This design comes from an exercise in tuning for a short achievable clock period and few clock cycles on the open sky130 flow, not from production work.
Only simulation tests tie the RTL to the original design; equivalence was not proved.
Power figures rest on the tool's default switching activity, not on a simulated workload.

## the previous run
==> module mem_io_responder, before the edit <==
module mem_io_responder #(
  parameter int          Nloc      = 64,
  parameter int          Dbits     = 32,
  parameter logic [31:0] DMEM_BASE = 32'h1001_0000,
  parameter logic [31:0] IO_BASE   = 32'h1003_0000
) (
  input  logic              clk,
  input  logic              reset,
  input  logic [31:0]       mem_addr,
  input  logic              mem_rd,
  input  logic              mem_wr,
  input  logic [Dbits-1:0]  mem_writedata,
  output logic [Dbits-1:0]  mem_readdata,
  output logic              cpu_enable,
  output logic [15:0]       led
);
  localparam int AW = $clog2(Nloc);
  logic        wait_q;           
  logic [15:0] led_q;
  logic [31:0] cycle_q, cycle_inc;
  logic        err_q;
  logic [Nloc-1:0][Dbits-1:0] ram_q;
  logic [Dbits-1:0]           rdata_q, rdata_d, io_rd, wb_rd;
  logic             wb_vld_q;
  logic [Nloc-1:0]  wb_we_q;
  logic [AW-1:0]    wb_idx_q;
  logic [Dbits-1:0] wb_data_q;
  logic             fwd;
  logic          dmem_hit;
  logic [1:0]    dmem_hit_part;    
  logic          io_led, io_cyc, io_stat, io_hit;
  logic [AW-1:0] ram_idx;
  always_comb begin
    io_hit   = io_led | io_cyc | io_stat;
    ram_idx  = mem_addr[AW+1:2];
  end
  mio_hit   #(.BASE(DMEM_BASE[31:16])) u_hit (.addr(mem_addr), .part(dmem_hit_part),
                                           .hit(dmem_hit));
  mio_iodec #(.BASE(IO_BASE[31:16])) u_io (.addr(mem_addr), .led(io_led), .cyc(io_cyc),
                                           .stat(io_stat));
  logic done, st_req, ld_req, ram_st;
  always_comb begin
    done   = !mem_rd || wait_q;
    st_req = done && mem_wr;
    ld_req = done && mem_rd && !mem_wr;
    ram_st = st_req && dmem_hit && !reset;
  end
  localparam int NG = 4;
  localparam int GW = Dbits / NG;
  logic [NG-1:0][Nloc-1:0] rsel;
  logic [Nloc-1:0]         wen;
  for (genvar g = 0; g < NG; g++) begin : g_rdec
    mio_dec #(.G(g)) u_dec (.idx(ram_idx), .en(dmem_hit_part), .mask(wb_we_q), .sel(rsel[g]));
  end
  mio_dec #(.G(NG)) u_wdec (.idx(ram_idx), .en({1'b1, ram_st}), .mask('0), .sel(wen));
  for (genvar b = 0; b < Dbits; b++) begin : g_bit
    logic [31:0] t1;
    logic [7:0]  t2;
    logic [3:0]  t3;
    for (genvar k = 0; k < 32; k++) begin : g_l1
      mio_aoi22 u (.a(ram_q[2*k][b]), .b(rsel[b / GW][2*k]), .c(ram_q[2*k+1][b]), .d(rsel[b / GW][2*k+1]),
                   .y(t1[k]));
    end
    for (genvar m = 0; m < 8; m++) begin : g_l2
      mio_nand4 u (.a(t1[4*m]), .b(t1[4*m+1]), .c(t1[4*m+2]), .d(t1[4*m+3]), .y(t2[m]));
    end
    for (genvar n = 0; n < 2; n++) begin : g_l3
      mio_nor2 u (.a(t2[2*n]), .b(t2[2*n+1]), .y(t3[n]));
    end
    mio_nor3 u_l3io (.a(t2[4]), .b(t2[5]), .c(io_rd[b]), .y(t3[2]));
    mio_nor3 u_l3wb (.a(t2[6]), .b(t2[7]), .c(wb_rd[b]), .y(t3[3]));
    mio_nand4 u_l4 (.a(t3[0]), .b(t3[1]), .c(t3[2]), .d(t3[3]), .y(rdata_d[b]));
  end
  assign cycle_inc = cycle_q + 32'd1;
  always_comb begin
    fwd   = dmem_hit && wb_vld_q && (wb_idx_q == ram_idx);
    wb_rd = wb_data_q & {Dbits{fwd}};
    io_rd = '0;
    if (io_led)  io_rd = Dbits'(led_q);
    if (io_cyc)  io_rd = Dbits'(cycle_inc);
    if (io_stat) io_rd = Dbits'(err_q);
  end
  assign cpu_enable   = done;
  assign mem_readdata = rdata_q;
  assign led          = led_q;
  always_ff @(posedge clk) begin
    rdata_q   <= rdata_d;
    wb_idx_q  <= ram_idx;
    wb_data_q <= mem_writedata;
    wb_vld_q  <= ram_st;
    wb_we_q   <= wen;
    if (reset) begin
      wait_q  <= 1'b0;
      led_q   <= 16'd0;
      cycle_q <= 32'd0;
      err_q   <= 1'b0;
    end else begin
      wait_q  <= mem_rd && !wait_q;
      cycle_q <= cycle_inc;
      if (st_req) begin
        if (dmem_hit) begin
        end else if (io_led) begin
          led_q <= mem_writedata[15:0];
        end else if (io_cyc) begin
          cycle_q <= 32'(mem_writedata);
        end else if (io_stat) begin
          if (mem_writedata[0]) err_q <= 1'b0;
        end else begin
          err_q <= 1'b1;
        end
      end else if (ld_req) begin
        if (!dmem_hit && !io_hit) err_q <= 1'b1;
      end
    end
  end
  always_ff @(posedge clk) begin
    for (int i = 0; i < Nloc; i++)
      if (wb_we_q[i]) ram_q[i] <= wb_data_q;
  end
endmodule
==> module mio_iodec, before the edit <==
module mio_iodec #(
  parameter logic [15:0] BASE = 16'h1003
) (
  input  logic [31:0] addr,
  output logic        led,
  output logic        cyc,
  output logic        stat
);
  logic [7:0] t;
  logic [1:0] u;
  logic [3:0] off;
  mio_eq4 #(.V(BASE[15:12])) u_e0 (.x(addr[31:28]), .y(t[0]));
  mio_eq4 #(.V(BASE[11:8]))  u_e1 (.x(addr[27:24]), .y(t[1]));
  mio_eq4 #(.V(BASE[7:4]))   u_e2 (.x(addr[23:20]), .y(t[2]));
  mio_eq4 #(.V(BASE[3:0]))   u_e3 (.x(addr[19:16]), .y(t[3]));
  mio_eq4 #(.V(4'h0))        u_e4 (.x(addr[15:12]), .y(t[4]));
  mio_eq4 #(.V(4'h0))        u_e5 (.x(addr[11:8]),  .y(t[5]));
  mio_eq4 #(.V(4'h0))        u_e6 (.x(addr[7:4]),   .y(t[6]));
  mio_nor2                   u_e7 (.a(addr[1]), .b(addr[0]), .y(t[7]));
  mio_and4 u_a0 (.a(t[0]), .b(t[1]), .c(t[2]), .d(t[3]), .y(u[0]));
  mio_and4 u_a1 (.a(t[4]), .b(t[5]), .c(t[6]), .d(t[7]), .y(u[1]));
  mio_pdec u_off (.a(addr[2]), .b(addr[3]), .y(off));
  mio_and3 u_led  (.a(u[0]), .b(u[1]), .c(off[0]), .y(led));
  mio_and3 u_cyc  (.a(u[0]), .b(u[1]), .c(off[1]), .y(cyc));
  mio_and3 u_stat (.a(u[0]), .b(u[1]), .c(off[2]), .y(stat));
endmodule
Settings: LEC_CHECK=0, ABC_CLOCK_PERIOD_IN_PS=2000, CAP_MARGIN=20, CORE_MARGIN=2, CORE_UTILIZATION=65, PLACE_DENSITY=0.75, SETUP_SLACK_MARGIN=2.9, SLEW_MARGIN=20, SYNTH_HIERARCHICAL=1, SYNTH_MINIMUM_KEEP_SIZE=0, TNS_END_PERCENT=100; clock period 5.5 ns.
run.sh (not shown) runs the stock make flow with config.mk's settings and CLKGATE_MAP_FILE= SYNTH_SCRIPT=/design/flow/synth_recipe.tcl, a recipe that flattens the netlist after the stock synthesis.
Testbench counts of the previous run, summed over its fixed seeds: cycles 32,650.
diff inputs: the previous run => the current run
diff --git a/flow/design.v b/flow/design.v
--- a/flow/design.v
+++ b/flow/design.v
@@ -21,5 +21,5 @@
   logic        err_q;
   logic [Nloc-1:0][Dbits-1:0] ram_q;
-  logic [Dbits-1:0]           rdata_q, rdata_d, io_rd, wb_rd;
+  logic [Dbits-1:0]           rdata_q, rdata_d, io_rd_n, wb_rd, led_rd, err_rd;
   logic             wb_vld_q;
   logic [Nloc-1:0]  wb_we_q;
@@ -37,6 +37,6 @@
   mio_hit   #(.BASE(DMEM_BASE[31:16])) u_hit (.addr(mem_addr), .part(dmem_hit_part),
                                            .hit(dmem_hit));
-  mio_iodec #(.BASE(IO_BASE[31:16])) u_io (.addr(mem_addr), .led(io_led), .cyc(io_cyc),
-                                           .stat(io_stat));
+  mio_iodec #(.BASE(IO_BASE[31:16]), .G(NG)) u_io (.addr(mem_addr), .led(io_led),
+                                                   .cyc(io_cyc), .stat(io_stat));
   logic done, st_req, ld_req, ram_st;
   always_comb begin
@@ -54,4 +54,15 @@
   end
   mio_dec #(.G(NG)) u_wdec (.idx(ram_idx), .en({1'b1, ram_st}), .mask('0), .sel(wen));
+  logic [NG-1:0] gio_led, gio_cyc, gio_stat;
+  assign led_rd = Dbits'(led_q);
+  assign err_rd = Dbits'(err_q);
+  for (genvar g = 0; g < NG; g++) begin : g_iodec
+    mio_iodec #(.BASE(IO_BASE[31:16]), .G(g)) u_io (.addr(mem_addr), .led(gio_led[g]),
+                                                    .cyc(gio_cyc[g]), .stat(gio_stat[g]));
+  end
+  for (genvar b = 0; b < Dbits; b++) begin : g_iord
+    mio_aoi222 u (.a(gio_led[b / GW]), .b(led_rd[b]), .c(gio_cyc[b / GW]), .d(cycle_inc[b]),
+                  .e(gio_stat[b / GW]), .f(err_rd[b]), .y(io_rd_n[b]));
+  end
   for (genvar b = 0; b < Dbits; b++) begin : g_bit
     logic [31:0] t1;
@@ -68,5 +79,5 @@
       mio_nor2 u (.a(t2[2*n]), .b(t2[2*n+1]), .y(t3[n]));
     end
-    mio_nor3 u_l3io (.a(t2[4]), .b(t2[5]), .c(io_rd[b]), .y(t3[2]));
+    mio_nor3b u_l3io (.a(t2[4]), .b(t2[5]), .cn(io_rd_n[b]), .y(t3[2]));
     mio_nor3 u_l3wb (.a(t2[6]), .b(t2[7]), .c(wb_rd[b]), .y(t3[3]));
     mio_nand4 u_l4 (.a(t3[0]), .b(t3[1]), .c(t3[2]), .d(t3[3]), .y(rdata_d[b]));
@@ -76,8 +87,4 @@
     fwd   = dmem_hit && wb_vld_q && (wb_idx_q == ram_idx);
     wb_rd = wb_data_q & {Dbits{fwd}};
-    io_rd = '0;
-    if (io_led)  io_rd = Dbits'(led_q);
-    if (io_cyc)  io_rd = Dbits'(cycle_inc);
-    if (io_stat) io_rd = Dbits'(err_q);
   end
   assign cpu_enable   = done;
@@ -141,5 +148,6 @@
 endmodule
 module mio_iodec #(
-  parameter logic [15:0] BASE = 16'h1003
+  parameter logic [15:0] BASE = 16'h1003,
+  parameter int          G    = 0          
 ) (
   input  logic [31:0] addr,
@@ -227,2 +235,8 @@
   assign y = ~(a | b | c);
 endmodule
+module mio_nor3b (input logic a, b, cn, output logic y);
+  assign y = ~(a | b | ~cn);
+endmodule
+module mio_aoi222 (input logic a, b, c, d, e, f, output logic y);
+  assign y = ~((a & b) | (c & d) | (e & f));
+endmodule
==> run summary <==
Going from the previous run to the current run, core utilization of the finished layout rose by 0.80 points, number of post-CTS setup repair buffers climbed 14%. Of the current run and the previous run, the previous run shows the lower critical path depth, with the current run above it. Measured against each other, the current run and the previous run differ in leakage power figure, the higher figure coming from the current run. Against the previous run, non-clock buffer count in the current run rose by more than 10%. Summary — slew of the pin with the lowest slew margin, the current run relative to the previous run: lower, by 66 ps. Per the comparison of the current run with the previous run, number of antenna violations at the first check in global routing climbed 9, worst setup timing slack at the placement stage went up 570 ps, area of all placed cells without fillers up 0.0016 mm^2. | power consumption | the current run vs the previous run | ≈ equal |. From the previous run to the current run the numbers moved as follows: shortest period the worst path allows has increased; combinational power rose by about 5%; met3 wirelength from detailed routing rose by about 10%.
Testbench counts of the current run, summed over its fixed seeds: cycles 32,650.

[afterwards: timing with drivers on the ports]
The results above use ideal ports. As a check the final layouts listed here were re-extracted and re-timed, cells and wires unchanged. Step 1 assumes that a clkbuf_16 drives the clock port and a buf_2 every other input. Step 2 times the ports against the registers' clock, not the clock port: input delays grow and output delays shrink by t, the midpoint of the rising clock arrivals with the driver on. a / b / c = ideal / step 1 / step 2; a / b = the first two.
run	t, ns	slack for setup (ns)	latest minus earliest clock arrival (ns)	worst slew at a driven data input, ns
the previous run	0.914	2.640 / 2.578 / 1.664	0.046 / 0.046	0.22
the current run	0.902	2.630 / 2.665 / 1.763	0.033 / 0.034	0.10
After both steps setup and hold are still met in every run listed. The setup slack of the previous run, which loses most, moves by -0.062 ns with the drivers and by -0.976 ns with both steps.
